This is an optimization exercise on Yosys and OpenROAD, whose aim is small area, not a production implementation. RTL that was checked went through simulation tests only; none was proved equivalent to the original. No activity file was given, so power comes from the tool's default toggle rates.

==> inputs of exp/juniper <==
==> flow/design.v <==
package rlfb_pkg;
  localparam int NUM_CH = 3;
  localparam int CH_W   = 8;
  localparam logic [6:0]  PCT_MAX     = 7'd100;
  localparam logic [12:0] RECIP_100   = 13'd5243;
  localparam int          RECIP_SHIFT = 19;
  localparam logic [2:0] CMD_TICK      = 3'd0;
  localparam logic [2:0] CMD_SET       = 3'd1;
  localparam logic [2:0] CMD_INTENSITY = 3'd2;
  localparam logic [2:0] CMD_BLINK     = 3'd3;
  localparam logic [2:0] CMD_FADE_IN   = 3'd4;
  localparam logic [2:0] CMD_FADE_OUT  = 3'd5;
  localparam logic [2:0] CMD_OFF       = 3'd6;
  localparam logic [2:0] CMD_NOP       = 3'd7;
  localparam logic [2:0] SEQ_IDLE      = 3'd0;
  localparam logic [2:0] SEQ_BLINK_ON  = 3'd1;
  localparam logic [2:0] SEQ_BLINK_OFF = 3'd2;
  localparam logic [2:0] SEQ_FADE_IN   = 3'd3;
  localparam logic [2:0] SEQ_FADE_OUT  = 3'd4;
  localparam logic [2:0] ST_IDLE = 3'd0;
  localparam logic [2:0] ST_FDIV = 3'd1;
  localparam logic [2:0] ST_LVL  = 3'd2;
  localparam logic [2:0] ST_MUL  = 3'd3;
  localparam logic [2:0] ST_DONE = 3'd4;
endpackage
module rgb_led_fade_blink_driver_core #(
  parameter int TICK_BITS = 16,
  parameter int STEP_BITS = 8
) (
  input  logic        clk,
  input  logic        rst_n,
  input  logic        cfg_we,
  input  logic        cfg_wdata,
  input  logic        in_tvalid,
  output logic        in_tready,
  input  logic [71:0] in_tdata,
  input  logic [2:0]  in_tuser,
  output logic        out_tvalid,
  input  logic        out_tready,
  output logic [23:0] out_tdata,
  output logic [1:0]  out_tuser
);
  localparam logic [3:0] S_IDLE = 4'd0;
  localparam logic [3:0] S_CLR  = 4'd1;    
  localparam logic [3:0] S_FLIP = 4'd2;    
  localparam logic [3:0] S_DZ   = 4'd3;    
  localparam logic [3:0] S_DC   = 4'd4;    
  localparam logic [3:0] S_DEC  = 4'd5;    
  localparam logic [3:0] S_FDIV = 4'd6;    
  localparam logic [3:0] S_LMUL = 4'd7;    
  localparam logic [3:0] S_LDIV = 4'd8;    
  localparam logic [3:0] S_CMUL = 4'd9;    
  localparam logic [3:0] S_CDIV = 4'd10;   
  localparam logic [3:0] S_ELD  = 4'd11;
  localparam logic [3:0] S_BL2  = 4'd12;
  localparam logic [3:0] S_BL3  = 4'd13;
  localparam logic [3:0] S_FD3  = 4'd14;
  localparam logic [3:0] S_FIN  = 4'd15;
  localparam logic [4:0] S_FD2  = 5'd16;
  localparam logic [2:0] M_IDLE = 3'b000;
  localparam logic [2:0] M_BON  = 3'b100;
  localparam logic [2:0] M_BOFF = 3'b101;
  logic [4:0]  st, st_n;
  logic [2:0]  cnt;
  logic [1:0]  ch, ch_n;
  logic [2:0]  mode, mode_n;
  logic        ovalid;
  logic        inv, pol, pol_n;
  logic        rej, rej_n;
  logic        bw, bw_n;
  logic [23:0] drive;
  logic [23:0] base;
  logic [15:0] cd, cd_n;
  logic [15:0] wt, wt_n;
  logic [7:0]  idx, idx_n;
  logic [7:0]  tot, tot_n;
  logic [2:0]  cmd;
  logic [23:0] in_rgb;
  logic [6:0]  in_pct;
  logic [7:0]  p_c;
  logic [15:0] on_t;
  logic [15:0] dur_t;
  logic [7:0]  steps_c;
  logic        busy;
  logic        fade;
  logic        cd_hi0, cd_is0, cd_is1;
  logic        last;
  logic        multi;
  logic [4:0]  pos;
  logic        in_bit;
  logic        drv_sh, drv_x;
  logic        base_sh;
  logic [7:0]  r, z;
  logic [7:0]  a_op;
  logic [7:0]  d_op;
  logic [8:0]  s;
  logic        zin;
  logic [8:0]  t;
  logic [9:0]  tdiff;
  logic        ge;
  logic [7:0]  rdiv;
  logic [15:0] sh_val;
  logic [15:0] div_val;
  logic [15:0] eld_val;
  assign cmd     = in_tuser;
  assign in_rgb  = in_tdata[23:0];
  assign in_pct  = in_tdata[30:24];
  assign on_t    = in_tdata[46:31];
  assign dur_t   = in_tdata[62:47];
  assign steps_c = {in_tdata[70:64], in_tdata[63] | (in_tdata[70:64] == 7'd0)};
  assign p_c     = (in_pct > 7'd100) ? 8'd100 : {1'b0, in_pct};
  assign busy    = mode[2];
  assign fade    = ~cmd[1];
  assign cd_hi0  = (cd[15:1] == 15'd0);
  assign cd_is0  = cd_hi0 & ~cd[0];
  assign cd_is1  = cd_hi0 & cd[0];
  assign last    = (cnt == 3'd7);
  assign pos     = {ch, cnt};
  assign in_bit  = in_rgb[5'd23 - pos];
  assign r       = cd[15:8];
  assign z       = cd[7:0];
  assign a_op    = (st == S_LMUL) ? idx : base[23:16];
  assign s       = {1'b0, r} + ((z[0] && (st == S_LMUL || st == S_CMUL)) ? {1'b0, a_op} : 9'd0);
  assign d_op    = (st == S_FDIV || st == S_LDIV) ? tot : (cmd[1] ? 8'd100 : 8'd255);
  assign zin     = (st == S_FDIV) ? wt[15] : z[7];
  assign t       = {r, zin};
  assign tdiff   = {1'b0, t} - {2'b00, d_op};
  assign ge      = ~tdiff[9];
  assign rdiv    = ge ? tdiff[7:0] : t[7:0];
  assign sh_val  = {(st == S_DEC) ? (cd[0] ^ bw) : s[8], s[7:0], cd[7:1]};
  assign div_val = {rdiv, z[6:0], ge};
  assign eld_val = {8'd0, fade ? 8'hff : p_c};
  always_comb begin
    case (st)
      S_FLIP:  drv_x = ~drive[23];
      S_DC:    drv_x = in_bit ^ pol;
      S_CDIV:  drv_x = ge ^ pol;
      default: drv_x = pol;
    endcase
  end
  assign drv_sh  = (st == S_CLR) || (st == S_FLIP) || (st == S_DZ) || (st == S_DC) ||
                   (st == S_CDIV);
  assign base_sh = (st == S_DZ) || (st == S_DC) || (st == S_CDIV);
  assign multi   = (st >= S_CLR) && (st <= S_CDIV);
  always_comb begin
    st_n    = st;
    ch_n    = ch;
    mode_n  = mode;
    pol_n   = pol;
    rej_n   = rej;
    bw_n    = bw;
    cd_n    = cd;
    wt_n    = wt;
    idx_n   = idx;
    tot_n   = tot;
    in_tready = 1'b0;
    case (st)
      S_IDLE: begin
        ch_n = 2'd0;
        bw_n = 1'b1;
        if (pol != inv) begin
          st_n = S_FLIP;
        end else if (in_tvalid && !ovalid) begin
          st_n  = S_FIN;
          rej_n = 1'b0;
          if (cmd == rlfb_pkg::CMD_TICK) begin
            if (busy) begin
              if (!cd_is1) begin
                st_n = S_DEC;
              end else if (!mode[1]) begin
                if (!mode[0]) begin
                  cd_n = wt;
                  st_n = S_BL3;
                end else begin
                  mode_n = M_IDLE;
                end
              end else begin
                st_n = S_ELD;
              end
            end
          end else if (cmd == rlfb_pkg::CMD_NOP) begin
          end else if (busy) begin
            rej_n = 1'b1;
          end else begin
            case (cmd)
              rlfb_pkg::CMD_SET: begin
                st_n = S_DC;
              end
              rlfb_pkg::CMD_BLINK: begin
                wt_n = dur_t;
                cd_n = on_t;
                st_n = S_BL2;
              end
              rlfb_pkg::CMD_FADE_IN, rlfb_pkg::CMD_FADE_OUT: begin
                wt_n  = dur_t;
                tot_n = steps_c;
                cd_n  = eld_val;
                st_n  = S_FDIV;
              end
              default: begin
                st_n = S_DZ;
              end
            endcase
          end
        end
      end
      S_CLR, S_FLIP, S_DZ, S_DC: begin
        if (last) begin
          ch_n = ch + 2'd1;
          if (ch == 2'd2) begin
            ch_n = 2'd0;
            if (st == S_FLIP) pol_n = ~pol;
            if (st == S_CLR || st == S_FLIP) st_n = S_IDLE;
            else if (st == S_DZ && cmd == rlfb_pkg::CMD_INTENSITY) st_n = S_ELD;
            else st_n = S_FIN;
          end
        end
      end
      S_DEC: begin
        cd_n = sh_val;
        bw_n = bw & ~cd[0];
        if (last) begin
          ch_n = ch + 2'd1;
          if (ch[0]) begin
            ch_n = 2'd0;
            st_n = S_FIN;
          end
        end
      end
      S_FDIV: begin
        wt_n = {wt[14:0], ge};
        cd_n = div_val;
        if (last) begin
          ch_n = ch + 2'd1;
          if (ch[0]) begin
            ch_n = 2'd0;
            st_n = S_FD2;
          end
        end
      end
      S_FD2: begin
        cd_n = wt;
        st_n = S_FD3;
      end
      S_FD3: begin
        if (cd_is0) begin
          st_n = cmd[0] ? S_DZ : S_DC;
        end else begin
          mode_n = {2'b11, cmd[0]};
          idx_n  = cmd[0] ? tot : 8'd0;
          st_n   = cmd[0] ? S_DC : S_DZ;
        end
      end
      S_BL2: begin
        if (cd_is0) begin
          cd_n = wt;
          st_n = S_BL3;
        end else begin
          mode_n = M_BON;
          st_n   = S_DC;
        end
      end
      S_BL3: begin
        mode_n = cd_is0 ? M_IDLE : M_BOFF;
        st_n   = S_DZ;
      end
      S_ELD: begin
        cd_n = eld_val;
        if (fade && ch == 2'd0) idx_n = mode[0] ? idx - 8'd1 : idx + 8'd1;
        st_n = fade ? S_LMUL : S_CMUL;
      end
      S_LMUL: begin
        cd_n = sh_val;
        if (last) st_n = S_LDIV;
      end
      S_LDIV: begin
        cd_n = div_val;
        if (last) begin
          cd_n[15:8] = 8'd0;
          st_n = S_CMUL;
        end
      end
      S_CMUL: begin
        cd_n = sh_val;
        if (cnt == 3'd0 && mode[1] && (mode[0] ? (z == 8'h00) : (z == 8'hff)))
          mode_n = M_IDLE;
        if (last) st_n = S_CDIV;
      end
      S_CDIV: begin
        cd_n = div_val;
        if (last) begin
          ch_n = ch + 2'd1;
          st_n = S_ELD;
          if (ch == 2'd2) begin
            ch_n = 2'd0;
            cd_n = wt;
            st_n = S_FIN;
          end
        end
      end
      S_FIN: begin
        in_tready = 1'b1;
        st_n      = S_IDLE;
      end
      default: begin
        st_n = S_IDLE;
      end
    endcase
  end
  always_ff @(posedge clk) begin
    if (!rst_n) begin
      st     <= {1'b0, S_CLR};
      cnt    <= 3'd0;
      ch     <= 2'd0;
      mode   <= M_IDLE;
      ovalid <= 1'b0;
      inv    <= 1'b0;
      pol    <= 1'b0;
    end else begin
      st     <= st_n;
      cnt    <= multi ? cnt + 3'd1 : 3'd0;
      ch     <= ch_n;
      mode   <= mode_n;
      pol    <= pol_n;
      if (st == S_FIN) ovalid <= 1'b1;
      else if (out_tready) ovalid <= 1'b0;
      if (cfg_we) inv <= cfg_wdata;
    end
  end
  always_ff @(posedge clk) begin
    rej <= rej_n;
    bw  <= bw_n;
    cd  <= cd_n;
    wt  <= wt_n;
    idx <= idx_n;
    tot <= tot_n;
    if (drv_sh) drive <= {drive[22:0], drv_x};
    if (base_sh) base <= {base[22:0], (st == S_CDIV) ? base[23] : in_bit};
  end
  assign out_tvalid = ovalid;
  assign out_tdata  = drive;
  assign out_tuser  = {rej, busy};
endmodule
==> flow/flow/run.sh <==
#!/bin/bash
# Layout with the standard ORFS flow (standard.sh) and these changes:
#  - synthesis: synth_recipe.tcl unchanged, but ABC maps with an area script
#    (flow/area.script; see flow/my_synth.tcl)
#  - ports are buffered with sky130_fd_sc_hd__buf_1 instead of the default cell
#  - CTS inserts no dummy balancing loads
# Each tool's output goes to standard.log; ORFS's own per-step logs are under orfs/logs.
set -e
here=$(pwd)
export FLOW_SYNTH_TCL=$here/synth_recipe.tcl
export MY_ABC_SCRIPT=$here/flow/area.script
bash standard.sh \
  "SYNTH_SCRIPT=$here/flow/my_synth.tcl" \
  'BUFFER_PORTS_ARGS=-buffer_cell sky130_fd_sc_hd__buf_1' \
  'CTS_ARGS=-sink_clustering_enable -repair_clock_nets -dont_use_dummy_load -sink_clustering_size 30 -buf_list {sky130_fd_sc_hd__clkbuf_2 sky130_fd_sc_hd__clkbuf_4 sky130_fd_sc_hd__clkbuf_8}' \
  finish > standard.log 2>&1
==> flow/flow/area.script <==
strash
&get -n
&deepsyn -T 60
&put
dch -f
map -a
mfs2
strash
dch -f
map -a
topo
stime -c
==> flow/flow/my_synth.tcl <==
# The standard synthesis (synth_recipe.tcl, sourced unchanged) with one
# change: ABC maps the logic with the area-oriented script named in
# MY_ABC_SCRIPT instead of ORFS's abc_area.script. Registers are mapped by
# dfflibmap before ABC runs, so they are the same as in the standard synthesis.
proc abc {args} {
  set i [lsearch $args -script]
  if {$i >= 0} {
    lset args [expr {$i + 1}] $::env(MY_ABC_SCRIPT)
  }
  yosys abc {*}$args
}
source $::env(FLOW_SYNTH_TCL)
==> flow/standard.sh <==
#!/bin/bash
# synth_recipe.tcl (not shown) runs the flow's synth.tcl, then flattens the netlist and writes it again
# the make line also repeats each setting of config.mk as NAME=value (left out here)
make -C /OpenROAD-flow-scripts/flow DESIGN_CONFIG=/design/flow/config.mk WORK_HOME=/design/flow/orfs CLKGATE_MAP_FILE= SYNTH_SCRIPT=/design/flow/synth_recipe.tcl "${@:-finish}"
==> flow/config.mk <==
export PLATFORM = sky130hd
export DESIGN_NAME = rgb_led_fade_blink_driver_core
export DESIGN_NICKNAME = rgb_led_fade_blink_driver_core
export VERILOG_FILES = /design/flow/design.v
export SDC_FILE = /design/flow/constraint.sdc
export NUM_CORES = 4
export LEC_CHECK = 0
export ABC_AREA = 1
export CAP_MARGIN = 20
export CORE_MARGIN = 2
export CORE_UTILIZATION = 40
export CTS_BUF_LIST = sky130_fd_sc_hd__clkbuf_2 sky130_fd_sc_hd__clkbuf_4 sky130_fd_sc_hd__clkbuf_8
export CTS_CLUSTER_SIZE = 30
export SLEW_MARGIN = 20
==> flow/constraint.sdc <==
create_clock -name core_clock -period 10.0 [get_ports {clk}]
set_input_delay 2.0000 -clock core_clock [delete_from_list [all_inputs] [get_ports {clk}]]
set_output_delay 2.0000 -clock core_clock [all_outputs]
set_load 0.01 [all_outputs]
==> exp/garnet: changes against exp/juniper <==
==> flow/flow/run.sh (replaced) <==
#!/bin/bash
bash standard.sh \
  'BUFFER_PORTS_ARGS=-buffer_cell sky130_fd_sc_hd__buf_1' \
  'CTS_ARGS=-sink_clustering_enable -repair_clock_nets -dont_use_dummy_load -sink_clustering_size 100 -sink_clustering_max_diameter 500 -root_buf sky130_fd_sc_hd__clkbuf_16 -buf_list {sky130_fd_sc_hd__clkbuf_16}' \
  finish > standard.log 2>&1
removed: flow/flow/area.script
removed: flow/flow/my_synth.tcl
==> exp/harbor: changes against exp/juniper <==
--- a/flow/design.v
+++ b/flow/design.v
@@ -57,6 +57,7 @@
   localparam logic [3:0] S_FD3  = 4'd14;
   localparam logic [3:0] S_FIN  = 4'd15;
   localparam logic [4:0] S_FD2  = 5'd16;
+  localparam logic [4:0] S_STEP = 5'd17;   
   localparam logic [2:0] M_IDLE = 3'b000;
   localparam logic [2:0] M_BON  = 3'b100;
   localparam logic [2:0] M_BOFF = 3'b101;
@@ -96,7 +97,11 @@
   logic [8:0]  s;
   logic        zin;
   logic [8:0]  t;
-  logic [9:0]  tdiff;
+  logic [8:0]  tdiff;
+  logic [7:0]  ag;
+  logic [8:0]  ac;
+  logic [8:0]  nd;
+  logic [9:0]  sc;
   logic        ge;
   logic [7:0]  rdiv;
   logic [15:0] sh_val;
@@ -119,17 +124,28 @@
   assign in_bit  = in_rgb[5'd23 - pos];
   assign r       = cd[15:8];
   assign z       = cd[7:0];
-  assign a_op    = (st == S_LMUL) ? idx : base[23:16];
-  assign s       = {1'b0, r} + ((z[0] && (st == S_LMUL || st == S_CMUL)) ? {1'b0, a_op} : 9'd0);
+  assign a_op    = (st == S_LMUL || st == S_STEP) ? idx : base[23:16];
+  assign ag      = ((z[0] && (st == S_LMUL || st == S_CMUL)) || st == S_STEP) ? a_op : 8'd0;
+  assign ac[0]   = (st == S_STEP) && !mode[0];
+  for (genvar i = 0; i < 8; i++) begin : g_add
+    assign s[i]    = r[i] ^ ag[i] ^ ac[i];
+    assign ac[i+1] = (r[i] & ag[i]) | (r[i] & ac[i]) | (ag[i] & ac[i]);
+  end
+  assign s[8]    = ac[8];
   assign d_op    = (st == S_FDIV || st == S_LDIV) ? tot : (cmd[1] ? 8'd100 : 8'd255);
   assign zin     = (st == S_FDIV) ? wt[15] : z[7];
   assign t       = {r, zin};
-  assign tdiff   = {1'b0, t} - {2'b00, d_op};
-  assign ge      = ~tdiff[9];
+  assign nd      = {1'b1, ~d_op};
+  assign sc[0]   = 1'b1;
+  for (genvar i = 0; i < 9; i++) begin : g_sub
+    assign tdiff[i] = t[i] ^ nd[i] ^ sc[i];
+    assign sc[i+1]  = (t[i] & nd[i]) | (t[i] & sc[i]) | (nd[i] & sc[i]);
+  end
+  assign ge      = sc[9];
   assign rdiv    = ge ? tdiff[7:0] : t[7:0];
   assign sh_val  = {(st == S_DEC) ? (cd[0] ^ bw) : s[8], s[7:0], cd[7:1]};
   assign div_val = {rdiv, z[6:0], ge};
-  assign eld_val = {8'd0, fade ? 8'hff : p_c};
+  assign eld_val = {{8{(st == S_IDLE) && mode[0]}}, fade ? 8'hff : p_c};
   always_comb begin
     case (st)
       S_FLIP:  drv_x = ~drive[23];
@@ -175,7 +191,8 @@
                   mode_n = M_IDLE;
                 end
               end else begin
-                st_n = S_ELD;
+                cd_n = eld_val;
+                st_n = S_STEP;
               end
             end
           end else if (cmd == rlfb_pkg::CMD_NOP) begin
@@ -266,9 +283,12 @@
       end
       S_ELD: begin
         cd_n = eld_val;
-        if (fade && ch == 2'd0) idx_n = mode[0] ? idx - 8'd1 : idx + 8'd1;
         st_n = fade ? S_LMUL : S_CMUL;
       end
+      S_STEP: begin
+        idx_n = s[7:0];
+        st_n  = S_ELD;
+      end
       S_LMUL: begin
         cd_n = sh_val;
         if (last) st_n = S_LDIV;
==> flow/flow/area.script (replaced) <==
strash
&get -n
&deepsyn -T 60
&put
dch -f
amap
mfs2
strash
dch -f
amap
topo
stime -c
==> qor summary <==
Result of the run: exp/garnet finished clean; exp/juniper finished clean; exp/harbor finished clean
Number of tap instances: exp/garnet 225; exp/juniper 188; exp/harbor 180
Buffer and inverter count on the worst path: exp/garnet 2; exp/juniper 5; exp/harbor 7
Syn nets: exp/garnet 994; exp/juniper 779; exp/harbor 629
Aggregate routed wire length: exp/garnet 19,500 um; exp/juniper 17,100 um; exp/harbor 16,000 um
Slowest library cell on the worst path: exp/garnet sky130_fd_sc_hd__nor3_2; exp/juniper sky130_fd_sc_hd__nor2_1; exp/harbor sky130_fd_sc_hd__fa_1
Half-perimeter wire length after detailed placement: exp/garnet 14,600 um; exp/juniper 13,300 um; exp/harbor 12,200 um
Final standard cell count with taps included and fillers excluded: exp/garnet 1,212; exp/juniper 977; exp/harbor 839
Global-route wire length before repair: exp/garnet 30,800 um; exp/juniper 27,000 um; exp/harbor 24,400 um
Post-synthesis cell type count: exp/garnet 45; exp/juniper 43; exp/harbor 41
Sequential power: exp/garnet 519 uW; exp/juniper 518 uW; exp/harbor 652 uW
Combinational-cell power consumption: exp/garnet 62.2 uW; exp/juniper 56.2 uW; exp/harbor 208 uW
Share of the synthesized netlist area taken by xor and xnor gates: exp/garnet 0.988%; exp/juniper 0.982%; exp/harbor 0%
Worst path depth: exp/garnet 5; exp/juniper 21; exp/harbor 23
Number of inserted filler cells in the final layout: exp/garnet 1,748; exp/juniper 1,468; exp/harbor 1,350
Post-layout util: exp/garnet 47.1%; exp/juniper 46.9%; exp/harbor 48.0%
No functional check of the RTL was part of exp/juniper and exp/garnet.

port drivers added, routing unchanged:
No port has a modelled driver above. Below, the same layouts with a new extraction and two added sets of constraints. Step 1: set_driving_cell puts a clkbuf_16 on clk and a buf_2 on each other input, an assumption about the parent block. Step 2 also shifts input and output timing later by t, the mid clock arrival at the registers, as if the neighbouring blocks saw the same clock. Three values: no drivers, after step 1, after step 2; two values: the first two.
| run | shift t [ns] | setup WS [ns] | slew at the worst register clock pin (ns) |
|---|---|---|---|
| exp/juniper | 0.468 | 4.158 / 4.173 / 3.706 | 0.07 / 0.07 |
| exp/garnet | 0.456 | 5.566 / 5.581 / 5.125 | 0.06 / 0.06 |
| exp/harbor | 0.475 | 3.874 / 3.889 / 3.414 | 0.07 / 0.07 |
After both steps every run listed still meets setup and hold. The setup slack of exp/harbor, which loses most, moves by +0.015 ns with the drivers and by -0.460 ns with both steps.
